This design comes from an exercise in tuning for small area, a short achievable clock period and few clock cycles on the open sky130 flow, not from production work. Power figures rest on the tool's default switching activity, not on a simulated workload.

old:
==> flow/design.v <==
`default_nettype none
package connect4_pkg;
  localparam logic [1:0] CELL_EMPTY = 2'b00;
  localparam logic [1:0] CELL_P1    = 2'b01;
  localparam logic [1:0] CELL_P2    = 2'b10;
  localparam int LINE_BITS        = 398;
  localparam int ROW_REGION_CELLS = 56;
  localparam int PAD_STRIDE       = 8;
  typedef enum logic [1:0] {
    IDLE = 2'd0,
    SCAN = 2'd1,
    DONE = 2'd2
  } scan_state_t;
endpackage
`default_nettype wire
`default_nettype none
module window_match
(
  input  logic [7:0] cells,
  output logic       match,
  output logic [1:0] code
);
  logic w_same;
  logic w_player;
  assign w_same   = (cells[7:6] == cells[5:4]) &&
                    (cells[5:4] == cells[3:2]) &&
                    (cells[3:2] == cells[1:0]);
  assign w_player = (cells[7:6] == connect4_pkg::CELL_P1) || (cells[7:6] == connect4_pkg::CELL_P2);
  assign match    = w_same && w_player;
  assign code     = match ? cells[7:6] : connect4_pkg::CELL_EMPTY;
endmodule
`default_nettype wire
`default_nettype none
module win_scanner
#(
  parameter int CELLS = 199,
  parameter int RUN   = 4,
  parameter int IDX_W = 8
) (
  input  logic                 Clk,
  input  logic                 reset,
  input  logic                 start,
  input  logic [connect4_pkg::LINE_BITS-1:0] line_in,
  output logic                 busy,
  output logic                 done,
  output logic [1:0]           winner,
  output logic [IDX_W-1:0]     win_index
);
  localparam int WINS   = CELLS - RUN + 1;    
  localparam int GROUPS = WINS / 4;          
  localparam int LEAVES = 64;
  localparam int LEVELS = 6;
  logic [CELLS-1:0] p1, p2;
  for (genvar i = 0; i < CELLS; i++) begin : g_cell
    assign p1[i] = ~line_in[connect4_pkg::LINE_BITS-1-2*i] &  line_in[connect4_pkg::LINE_BITS-2-2*i];
    assign p2[i] =  line_in[connect4_pkg::LINE_BITS-1-2*i] & ~line_in[connect4_pkg::LINE_BITS-2-2*i];
  end
  logic [CELLS-2:0] s;
  for (genvar i = 0; i < CELLS - 1; i++) begin : g_pair
    assign s[i] = (p1[i] & p1[i+1]) | (p2[i] & p2[i+1]);
  end
  logic [WINS/2-1:0] d_v, d_o;
  for (genvar j = 0; j < WINS / 2; j++) begin : g_duo
    assign d_v[j] = s[2*j+1] & s[2*j+2] & (s[2*j] | s[2*j+3]);
    assign d_o[j] = ~s[2*j] & s[2*j+1] & s[2*j+2] & s[2*j+3];
  end
  logic [(LEVELS+1)*LEAVES-1:0]   t_v, t_c;
  logic [(LEVELS+1)*LEAVES*8-1:0] t_i;
  for (genvar n = 0; n < LEAVES; n++) begin : g_leaf
    if (n < GROUPS) begin : g_grp
      assign t_v[n] = d_v[2*n] | d_v[2*n+1];
      assign t_c[n] = t_v[n] & line_in[connect4_pkg::LINE_BITS-1-2*(4*n+3)];
      assign t_i[n*8 +: 8] = {6'd0, ~d_v[2*n] & d_v[2*n+1],
                              d_o[2*n] | (~d_v[2*n] & d_o[2*n+1])};
    end else begin : g_none
      assign t_v[n] = 1'b0;
      assign t_c[n] = 1'b0;
      assign t_i[n*8 +: 8] = 8'd0;
    end
  end
  for (genvar L = 1; L <= LEVELS; L++) begin : g_lvl
    for (genvar n = 0; n < (LEAVES >> L); n++) begin : g_node
      localparam int A = (L-1)*LEAVES + 2*n;
      localparam int B = A + 1;
      localparam int O = L*LEAVES + n;
      assign t_v[O] = t_v[A] | t_v[B];
      assign t_c[O] = t_c[A] | (~t_v[A] & t_c[B]);
      assign t_i[O*8 + L + 1] = ~t_v[A] & t_v[B];
      assign t_i[O*8 +: L+1] = t_i[A*8 +: L+1] | ({(L+1){~t_v[A]}} & t_i[B*8 +: L+1]);
      if (L < LEVELS) begin : g_zero
        assign t_i[O*8 + L + 2 +: LEVELS-L] = '0;
      end
    end
  end
  localparam int ROOT = LEVELS*LEAVES;
  logic       w_accept;
  logic [1:0] w_winner;
  assign w_winner = {t_c[ROOT], t_v[ROOT] & ~t_c[ROOT]};
  assign w_accept = start & ~done;
  assign busy     = 1'b0;
  always_ff @(posedge Clk) begin
    if (reset) begin
      done      <= 1'b0;
      winner    <= connect4_pkg::CELL_EMPTY;
      win_index <= '0;
    end else begin
      done <= w_accept;
      if (w_accept) begin
        winner    <= w_winner;
        win_index <= t_i[ROOT*8 +: 8];
      end
    end
  end
endmodule
`default_nettype wire
export LEC_CHECK = 0
export CAP_MARGIN = 20
export CORE_MARGIN = 2
export CORE_UTILIZATION = 50
export SLEW_MARGIN = 20
export BUFFER_PORTS_ARGS = -buffer_cell sky130_fd_sc_hd__buf_1
create_clock -name core_clock -period 8.0 [get_ports {Clk}]
standard.sh (not shown) runs the stock make flow with config.mk's settings and CLKGATE_MAP_FILE= SYNTH_SCRIPT=/design/flow/synth_recipe.tcl, a recipe that flattens the netlist after the stock synthesis.
==> flow/flow/run.sh <==
#!/bin/bash
set -o pipefail
cp standard.sh standard_sh.copy.log
cp config.mk config_mk.copy.log
echo 'export BUFFER_PORTS_ARGS = -buffer_cell sky130_fd_sc_hd__buf_1' >> config.mk
bash standard.sh > standard.log 2>&1
old was carried through to the last stage, and its layout satisfied the timing, DRC and antenna checks.
Input changes introduced in new (baseline for comparison: old):
--- a/flow/design.v
+++ b/flow/design.v
@@ -52,29 +52,32 @@
   localparam int LEVELS = 6;
   logic [CELLS-1:0] p1, p2;
   for (genvar i = 0; i < CELLS; i++) begin : g_cell
     assign p1[i] = ~line_in[connect4_pkg::LINE_BITS-1-2*i] &  line_in[connect4_pkg::LINE_BITS-2-2*i];
     assign p2[i] =  line_in[connect4_pkg::LINE_BITS-1-2*i] & ~line_in[connect4_pkg::LINE_BITS-2-2*i];
   end
-  logic [CELLS-2:0] s;
+  logic [CELLS-2:0] q1, q2;
   for (genvar i = 0; i < CELLS - 1; i++) begin : g_pair
-    assign s[i] = (p1[i] & p1[i+1]) | (p2[i] & p2[i+1]);
+    assign q1[i] = p1[i] & p1[i+1];
+    assign q2[i] = p2[i] & p2[i+1];
   end
-  logic [WINS/2-1:0] d_v, d_o;
-  for (genvar j = 0; j < WINS / 2; j++) begin : g_duo
-    assign d_v[j] = s[2*j+1] & s[2*j+2] & (s[2*j] | s[2*j+3]);
-    assign d_o[j] = ~s[2*j] & s[2*j+1] & s[2*j+2] & s[2*j+3];
+  logic [WINS-1:0] m;
+  for (genvar k = 0; k < WINS; k++) begin : g_win
+    assign m[k] = (q1[k] & q1[k+2]) | (q2[k] & q2[k+2]);
   end
   logic [(LEVELS+1)*LEAVES-1:0]   t_v, t_c;
   logic [(LEVELS+1)*LEAVES*8-1:0] t_i;
   for (genvar n = 0; n < LEAVES; n++) begin : g_leaf
     if (n < GROUPS) begin : g_grp
-      assign t_v[n] = d_v[2*n] | d_v[2*n+1];
+      logic [3:0] gm;
+      assign gm     = m[4*n +: 4];
+      assign t_v[n] = |gm;
       assign t_c[n] = t_v[n] & line_in[connect4_pkg::LINE_BITS-1-2*(4*n+3)];
-      assign t_i[n*8 +: 8] = {6'd0, ~d_v[2*n] & d_v[2*n+1],
-                              d_o[2*n] | (~d_v[2*n] & d_o[2*n+1])};
+      assign t_i[n*8 +: 8] = {6'd0,
+                              ~gm[0] & ~gm[1] & (gm[2] | gm[3]),
+                              ~gm[0] & (gm[1] | (~gm[2] & gm[3]))};
     end else begin : g_none
       assign t_v[n] = 1'b0;
       assign t_c[n] = 1'b0;
       assign t_i[n*8 +: 8] = 8'd0;
     end
   end
Results
Slowest library cell on the worst path: nor4_1 -> new, nor4b_1 -> old. Looking at static power due to leakage, new sits about 8% above old. Clock network power: lower on old. Changes observed in new relative to old: power higher, final clock period utilization by the worst path higher, multi-input gate share of the layout cell area higher, worst slew slack as a fraction of its limit lower. The run showing the greater hold slack is old. The switching share of total power of new is higher than that of old. Compared with old, new shows post-route non-filler standard cell count higher by about 14%. Diff old -> new | via count of the first global-routing pass | increase of 21%. Compared with old, in new initial detailed-routing violation count now sits higher; wire length increased by 31% relative to the old numbers.
No run of this note included a check of the RTL's function; only the layout flow was run.

static timing again, ports no longer ideal:
Ports are ideal in the flow. The routed layouts listed here were re-timed in OpenROAD.
Step 1, drivers: a clkbuf_16 drives Clk and a buf_2 each remaining input, both assumed.
Step 2 moves the port delays by t, midway between the first and last clock arrival at a register: inputs arrive t later, outputs are due t later. That takes back most of the time a late clock gives input paths.
Three values: ideal ports, drivers, drivers and shift; two values: the first two.
run | shift t [ns] | setup WS [ns] | worst setup path at the end
old | 0.280 | 3.341 / 3.358 / 3.078 | input to register
new | 0.286 | 3.247 / 3.251 / 2.965 | input to register
After both steps every run listed still meets setup and hold. The setup slack of new, which loses most, moves by +0.004 ns with the drivers and by -0.282 ns with both steps.
